What follows belongs to an exercise in optimizing a design on an open flow for small area; a production flow would make more cautious choices.
Power and IR drop assume default switching activity.

==> flow/design.v <==
`default_nettype none
package host_pkg;
  typedef logic [31:0] cfg_addr_t;
  typedef logic [31:0] cfg_data_t;
  typedef logic [1:0]  cfg_resp_t;
  typedef logic [2:0]  reg_idx_t;
  typedef logic [31:0] counter_t;
  localparam cfg_resp_t RespOkay   = 2'b00;
  localparam cfg_resp_t RespSlvErr = 2'b10;
  localparam int unsigned NumCounters = 4;
  localparam cfg_data_t UnmappedData = 32'hdeadf000;
  localparam reg_idx_t CntBaseIdx = 3'd0;
  localparam reg_idx_t ThrBaseIdx = 3'd4;
  typedef struct packed {
    logic write_miss;
    logic write_hit;
    logic read_miss;
    logic read_hit;
  } llc_events_t;
  typedef struct packed {
    logic      aw_valid;
    cfg_addr_t aw_addr;
    logic      w_valid;
    cfg_data_t w_data;
    logic      b_ready;
    logic      ar_valid;
    cfg_addr_t ar_addr;
    logic      r_ready;
  } lite_req_t;
  typedef struct packed {
    logic      aw_ready;
    logic      w_ready;
    logic      b_valid;
    cfg_resp_t b_resp;
    logic      ar_ready;
    logic      r_valid;
    cfg_resp_t r_resp;
    cfg_data_t r_data;
  } lite_resp_t;
  typedef enum logic [1:0] {
    CFG_IDLE,
    CFG_RDATA,
    CFG_BRESP
  } cfg_state_e;
endpackage
`default_nettype wire
`timescale 1ns/1ps
`default_nettype none
module host_domain_top (
  input  logic        clk_i,
  input  logic        arst_n_i,
  input  logic        cfg_aw_valid_i,
  input  logic [31:0] cfg_aw_addr_i,
  input  logic        cfg_w_valid_i,
  input  logic [31:0] cfg_w_data_i,
  input  logic        cfg_b_ready_i,
  input  logic        cfg_ar_valid_i,
  input  logic [31:0] cfg_ar_addr_i,
  input  logic        cfg_r_ready_i,
  output logic        cfg_aw_ready_o,
  output logic        cfg_w_ready_o,
  output logic        cfg_b_valid_o,
  output logic [1:0]  cfg_b_resp_o,
  output logic        cfg_ar_ready_o,
  output logic        cfg_r_valid_o,
  output logic [1:0]  cfg_r_resp_o,
  output logic [31:0] cfg_r_data_o,
  input  logic [3:0]  llc_events_i,
  output logic [3:0]  pmu_irq_o,
  input  logic        dma_pe_evt_valid_i,
  output logic        dma_pe_evt_o,
  output logic        dma_pe_evt_ack_o
);
  logic rv_q, bv_q;
  logic idle, rd_acc, wr_acc;
  assign idle   = ~(rv_q | bv_q);
  assign rd_acc = idle & cfg_ar_valid_i;
  assign wr_acc = idle & ~cfg_ar_valid_i & cfg_aw_valid_i & cfg_w_valid_i;
  always_ff @(posedge clk_i or negedge arst_n_i) begin
    if (!arst_n_i) begin
      rv_q <= 1'b0;
      bv_q <= 1'b0;
    end else begin
      rv_q <= rd_acc | (rv_q & ~cfg_r_ready_i);
      bv_q <= wr_acc | (bv_q & ~cfg_b_ready_i);
    end
  end
  assign cfg_ar_ready_o = idle;
  assign cfg_aw_ready_o = idle & ~cfg_ar_valid_i & cfg_w_valid_i;
  assign cfg_w_ready_o  = idle & ~cfg_ar_valid_i & cfg_aw_valid_i;
  assign cfg_r_valid_o  = rv_q;
  assign cfg_b_valid_o  = bv_q;
  logic       ar_map, aw_map;
  logic [2:0] ar_idx, aw_idx;
  assign ar_map = ~|cfg_ar_addr_i[31:5];
  assign aw_map = ~|cfg_aw_addr_i[31:5];
  assign ar_idx = cfg_ar_addr_i[4:2];
  assign aw_idx = cfg_aw_addr_i[4:2];
  logic [3:0] cnt_ld, thr_we;
  always_comb begin
    for (int k = 0; k < 4; k++) begin
      cnt_ld[k] = wr_acc & aw_map & (aw_idx == 3'(k));
      thr_we[k] = wr_acc & aw_map & (aw_idx == 3'(k + 4));
    end
  end
  logic        init_q;
  logic [31:0] cnt_q [4];
  function automatic logic [31:0] cnt_inc(input logic [31:0] a, input logic ev);
    logic [3:0] ones, bc;
    logic       c;
    for (int j = 0; j < 4; j++) ones[j] = &a[8*j +: 8];
    bc[0] = ev & ~&ones;
    for (int j = 1; j < 4; j++) bc[j] = bc[j-1] & ones[j-1];
    for (int j = 0; j < 4; j++) begin
      c = bc[j];
      for (int i = 0; i < 8; i++) begin
        cnt_inc[8*j+i] = a[8*j+i] ^ c;
        c = c & a[8*j+i];
      end
    end
  endfunction
  always_ff @(posedge clk_i or negedge arst_n_i) begin
    if (!arst_n_i) init_q <= 1'b0;
    else           init_q <= 1'b1;
  end
  always_ff @(posedge clk_i) begin
    for (int k = 0; k < 4; k++) begin
      if (cnt_ld[k])
        cnt_q[k] <= cfg_w_data_i;
      else if (init_q)
        cnt_q[k] <= cnt_inc(cnt_q[k], llc_events_i[k]);
      else
        cnt_q[k] <= {31'd0, llc_events_i[k]};
    end
  end
  function automatic logic cnt_ge(input logic [31:0] a, input logic [31:0] nb);
    logic c;
    c = 1'b1;
    for (int i = 0; i < 32; i++) c = (a[i] & nb[i]) | (c & (a[i] | nb[i]));
    cnt_ge = c;
  endfunction
  logic [31:0] thr_n_q [4];    
  logic [3:0]  thr_nz_q;
  always_ff @(posedge clk_i) begin
    for (int k = 0; k < 4; k++) begin
      if (thr_we[k]) thr_n_q[k] <= ~cfg_w_data_i;
    end
  end
  always_ff @(posedge clk_i or negedge arst_n_i) begin
    if (!arst_n_i) begin
      thr_nz_q <= '0;
    end else begin
      for (int k = 0; k < 4; k++) begin
        if (thr_we[k]) thr_nz_q[k] <= |cfg_w_data_i;
      end
    end
  end
  always_comb begin
    for (int k = 0; k < 4; k++) begin
      pmu_irq_o[k] = thr_nz_q[k] & cnt_ge(cnt_q[k], thr_n_q[k]);
    end
  end
  logic [31:0] rd_val, r_data_q;
  logic        resp_q;
  always_comb begin
    rd_val = ar_map ? 32'd0 : 32'hdeadf000;
    for (int k = 0; k < 4; k++) begin
      if (ar_map & init_q & (ar_idx == 3'(k)))            rd_val = rd_val | cnt_q[k];
      if (ar_map & thr_nz_q[k] & (ar_idx == 3'(k + 4)))   rd_val = rd_val | ~thr_n_q[k];
    end
  end
  always_ff @(posedge clk_i) begin
    if (idle) begin
      r_data_q <= rd_val;
      resp_q   <= cfg_ar_valid_i ? ~ar_map : ~aw_map;
    end
  end
  assign cfg_r_data_o = r_data_q;
  assign cfg_r_resp_o = {resp_q, 1'b0};
  assign cfg_b_resp_o = {resp_q, 1'b0};
  logic [1:0] sync_q;
  logic       last_q, pulse_q;
  always_ff @(posedge clk_i or negedge arst_n_i) begin
    if (!arst_n_i) begin
      sync_q  <= '0;
      last_q  <= 1'b0;
      pulse_q <= 1'b0;
    end else begin
      sync_q  <= {sync_q[0], dma_pe_evt_valid_i};
      last_q  <= sync_q[1];
      pulse_q <= sync_q[1] ^ last_q;
    end
  end
  assign dma_pe_evt_ack_o = sync_q[1];
  assign dma_pe_evt_o     = pulse_q;
endmodule
`default_nettype wire
clock: 5.0 ns
lec_check: 0
cap_margin: 20
core_margin: 2
core_utilization: 40
slew_margin: 20
standard.sh (not shown) runs the stock make flow with config.mk's settings and CLKGATE_MAP_FILE= SYNTH_SCRIPT=/design/flow/synth_recipe.tcl, a recipe that flattens the netlist after the stock synthesis.
==> flow/flow/run.sh <==
#!/bin/bash
# Standard ORFS layout with two changes: the port buffers are the
# smallest buffer (buf_1) and clock tree synthesis adds no dummy loads.
set -euo pipefail
export BUFFER_PORTS_ARGS="-buffer_cell sky130_fd_sc_hd__buf_1"
export CTS_ARGS="-sink_clustering_enable -repair_clock_nets -dont_use_dummy_load"
bash standard.sh finish > standard.log 2>&1
The baseline finished clean.
Then changed:
--- a/flow/flow/run.sh
+++ b/flow/flow/run.sh
@@ -4,4 +4,4 @@
 set -euo pipefail
 export BUFFER_PORTS_ARGS="-buffer_cell sky130_fd_sc_hd__buf_1"
-export CTS_ARGS="-sink_clustering_enable -repair_clock_nets -dont_use_dummy_load"
+export CTS_ARGS="-sink_clustering_enable -repair_clock_nets -dont_use_dummy_load -buf_list sky130_fd_sc_hd__clkbuf_8 -sink_clustering_size 14 -sink_clustering_max_diameter 50"
 bash standard.sh finish > standard.log 2>&1
Clock skew went down by 0.0044 ns.
First-iteration DRC count is lower by a few percent.
Via count goes down slightly.
Routed wire length is about the same.
Core utilization is lower by 0.96 points.
Cell area drops by a few percent.
Cell count barely changes.
Global-route usage stays flat.
Then changed:
==> flow/run.sh (new file) <==
#!/bin/bash
# synth_recipe.tcl (not shown) runs the flow's synth.tcl, then flattens the netlist and writes it again
# the make line also repeats each setting of config.mk as NAME=value (left out here)
make -C /OpenROAD-flow-scripts/flow DESIGN_CONFIG=/design/flow/config.mk WORK_HOME=/design/flow/orfs CLKGATE_MAP_FILE= SYNTH_SCRIPT=/design/flow/synth_recipe.tcl finish
removed: flow/flow/run.sh
removed: flow/standard.sh
=> Hold slack gets better by 0.014 ns. Sequential power is about the same. Core utilization rises by 4.6 points. Setup slack got worse by 0.27 ns.
Then changed:
==> flow/flow/run.sh (new file) <==
#!/bin/bash
# Standard ORFS layout with two changes: the port buffers are the
# smallest buffer (buf_1) and clock tree synthesis adds no dummy loads.
set -euo pipefail
export BUFFER_PORTS_ARGS="-buffer_cell sky130_fd_sc_hd__buf_1"
export CTS_ARGS="-sink_clustering_enable -repair_clock_nets -dont_use_dummy_load -buf_list sky130_fd_sc_hd__clkbuf_16 -sink_clustering_size 24 -sink_clustering_max_diameter 60"
bash standard.sh finish > standard.log 2>&1
==> flow/standard.sh (new file) <==
#!/bin/bash
# synth_recipe.tcl (not shown) runs the flow's synth.tcl, then flattens the netlist and writes it again
# the make line also repeats each setting of config.mk as NAME=value (left out here)
make -C /OpenROAD-flow-scripts/flow DESIGN_CONFIG=/design/flow/config.mk WORK_HOME=/design/flow/orfs CLKGATE_MAP_FILE= SYNTH_SCRIPT=/design/flow/synth_recipe.tcl "${@:-finish}"
removed: flow/run.sh
Outcome:
- sequential power stays flat
- non-clock buffer count drops by 1
- routed wire length drops by 3.6%
- clock power drops by 35%
- power drops by 18%
- sequential share of layout area climbs by 3.9 points
- worst setup slack gains 0.36 ns
- global-route usage drops by 1.3 points
No run of this note included a check of the RTL's function; only the layout flow was run.

port drivers added, routing unchanged:
How much do the figures lean on ideal ports? The routed layouts below were timed once more, with nothing changed but the port constraints. Step 1: set_driving_cell puts a clkbuf_16 on clk_i and a buf_2 on each other input, an assumption about the parent block. Step 2 also shifts input and output timing later by t, the mid clock arrival at the registers, as if the neighbouring blocks saw the same clock. Three values: ideal, step 1, step 2; two values: the first two.
| run | t (ns) | setup slack, ns | worst register clock-pin slew, ns |
|---|---|---|---|
| the first run | 0.619 | 0.503 / 0.452 / 0.910 | 0.06 / 0.06 |
| the second run | 0.657 | 0.457 / 0.409 / 0.899 | 0.09 / 0.09 |
| the third run | 0.569 | 0.185 / 0.130 / 0.699 | 0.07 / 0.07 |
| the fourth run | 0.571 | 0.540 / 0.489 / 0.899 | 0.09 / 0.09 |
After both steps setup and hold are still met in every run listed.
